What follows belongs to an exercise in optimizing a design on an open flow for small area, a short achievable clock period and few clock cycles per item; a production flow would make more cautious choices. Function was checked by simulation only, so behaviour that the tests miss may differ from the original.

==> module idc_controller, before the edit <==
module idc_controller (
	input  logic clk,
	input  logic arst_n,
	input  logic in_valid,
	output logic in_ready,
	output logic out_valid,
	input  logic out_ready,
	output logic en1,
	output logic en2
);
	logic v1_q;
	logic v2_q;
	assign en2      = !v2_q || out_ready;
	assign en1      = !v1_q || en2;
	assign in_ready = en1;
	always_ff @(posedge clk or negedge arst_n) begin
		if (!arst_n) begin
			v1_q <= 1'b0;
			v2_q <= 1'b0;
		end else begin
			if (en1) begin
				v1_q <= in_valid;
			end
			if (en2) begin
				v2_q <= v1_q;
			end
		end
	end
	assign out_valid = v2_q;
endmodule
==> module inclusive_day_count_between_dates, before the edit <==
module inclusive_day_count_between_dates #(
	parameter int unsigned MAX_YEAR = 9999
) (
	input  logic        clk,
	input  logic        arst_n,
	input  logic        dates_valid,
	output logic        dates_ready,
	input  logic [4:0]  dates_start_day,
	input  logic [3:0]  dates_start_month,
	input  logic [13:0] dates_start_year,
	input  logic [4:0]  dates_end_day,
	input  logic [3:0]  dates_end_month,
	input  logic [13:0] dates_end_year,
	output logic        result_valid,
	input  logic        result_ready,
	output logic [21:0] result_day_count,
	output logic        result_order_error
);
	logic en1;
	logic en2;
	idc_controller u_ctrl (
		.clk       (clk),
		.arst_n    (arst_n),
		.in_valid  (dates_valid),
		.in_ready  (dates_ready),
		.out_valid (result_valid),
		.out_ready (result_ready),
		.en1       (en1),
		.en2       (en2)
	);
	idc_datapath u_dp (
		.clk         (clk),
		.en1         (en1),
		.en2         (en2),
		.s_day       (dates_start_day),
		.s_month     (dates_start_month),
		.s_year      (dates_start_year),
		.e_day       (dates_end_day),
		.e_month     (dates_end_month),
		.e_year      (dates_end_year),
		.day_count   (result_day_count),
		.order_error (result_order_error)
	);
endmodule
==> flow/config.mk <==
export PLATFORM = sky130hd
export DESIGN_NAME = inclusive_day_count_between_dates
export DESIGN_NICKNAME = inclusive_day_count_between_dates
export VERILOG_FILES = /design/flow/design.v
export SDC_FILE = /design/flow/constraint.sdc
export NUM_CORES = 4
export LEC_CHECK = 0
export CAP_MARGIN = 20
export CORE_MARGIN = 2
export CORE_UTILIZATION = 40
export CTS_BUF_LIST = sky130_fd_sc_hd__clkbuf_8
export SETUP_SLACK_MARGIN = 5
export SLEW_MARGIN = 20
export SYNTH_HIERARCHICAL = 1
==> flow/constraint.sdc <==
create_clock -name core_clock -period 10.0 [get_ports {clk}]
set_input_delay 2.0000 -clock core_clock [delete_from_list [all_inputs] [get_ports {clk}]]
set_output_delay 2.0000 -clock core_clock [all_outputs]
set_load 0.01 [all_outputs]
standard.sh (not shown) runs the stock make flow with config.mk's settings and CLKGATE_MAP_FILE= SYNTH_SCRIPT=/design/flow/synth_recipe.tcl, a recipe that flattens the netlist after the stock synthesis.
==> flow/flow/run.sh <==
#!/bin/bash
# The standard layout (the standard.sh, unchanged synthesis), with the
# port buffers made from the smallest buffer cell instead of the default
# choice; the resizer still upsizes them where timing needs it. ORFS writes
# each step's full log under orfs/logs; make's own output goes to
# standard.log.
set -uo pipefail
bash standard.sh "BUFFER_PORTS_ARGS=-buffer_cell sky130_fd_sc_hd__buf_1" finish > standard.log 2>&1
Testbench counts at the start, summed over its fixed seeds: cycles 3,216, items 3,200.
Change:
--- a/flow/design.v
+++ b/flow/design.v
@@ -23,19 +23,21 @@
 	input  logic arst_n,
 	input  logic in_valid,
 	output logic in_ready,
 	output logic out_valid,
 	input  logic out_ready,
 	output logic en1,
-	output logic en2
+	output logic en2,
+	output logic full
 );
 	logic v1_q;
 	logic v2_q;
 	assign en2      = !v2_q || out_ready;
 	assign en1      = !v1_q || en2;
 	assign in_ready = en1;
+	assign full     = v1_q && v2_q;
 	always_ff @(posedge clk or negedge arst_n) begin
 		if (!arst_n) begin
 			v1_q <= 1'b0;
 			v2_q <= 1'b0;
 		end else begin
 			if (en1) begin
@@ -1759,22 +1761,26 @@
 	input  logic        result_ready,
 	output logic [21:0] result_day_count,
 	output logic        result_order_error
 );
 	logic en1;
 	logic en2;
+	logic full;
+	logic ready_unused;
 	idc_controller u_ctrl (
 		.clk       (clk),
 		.arst_n    (arst_n),
 		.in_valid  (dates_valid),
-		.in_ready  (dates_ready),
+		.in_ready  (ready_unused),
 		.out_valid (result_valid),
 		.out_ready (result_ready),
 		.en1       (en1),
-		.en2       (en2)
+		.en2       (en2),
+		.full      (full)
 	);
+	assign dates_ready = !full || result_ready;
 	idc_datapath u_dp (
 		.clk         (clk),
 		.en1         (en1),
 		.en2         (en2),
 		.s_day       (dates_start_day),
 		.s_month     (dates_start_month),
Outcome: Sequential share of layout area barely changes; routed wire length is lower by 4.6%; worst setup slack improved by 0.066 ns; global-route usage falls by 0.90 points; hold slack is better by 0.023 ns.
Testbench counts after the change, summed over its fixed seeds: cycles 3,216, items 3,200.

[what the ideal ports hide]
The flow's constraints put no driver on any port. The routed layouts listed below were extracted and timed again, unchanged, in two steps. Step 1 sets driving cells, clkbuf_16 on the clock port and buf_2 on the other inputs (assumed; they add their load-dependent delay and slew). Step 2 also shifts input and output timing later by t, the mid clock arrival at the registers, as if the neighbouring blocks saw the same clock. Three values: ideal ports, drivers, drivers and shift; two values: the first two.
| run | t (ns) | setup WS [ns] | worst slew at a driven data input, ns |
|---|---|---|---|
| the first run | 0.384 | 5.072 / 5.048 / 4.749 | 0.05 |
| the second run | 0.382 | 5.138 / 5.138 / 4.794 | 0.03 |
After both steps every run listed still meets setup and hold. For the second run, which loses most, drivers alone change the setup slack by 0.000 ns; drivers and shift together by -0.344 ns.
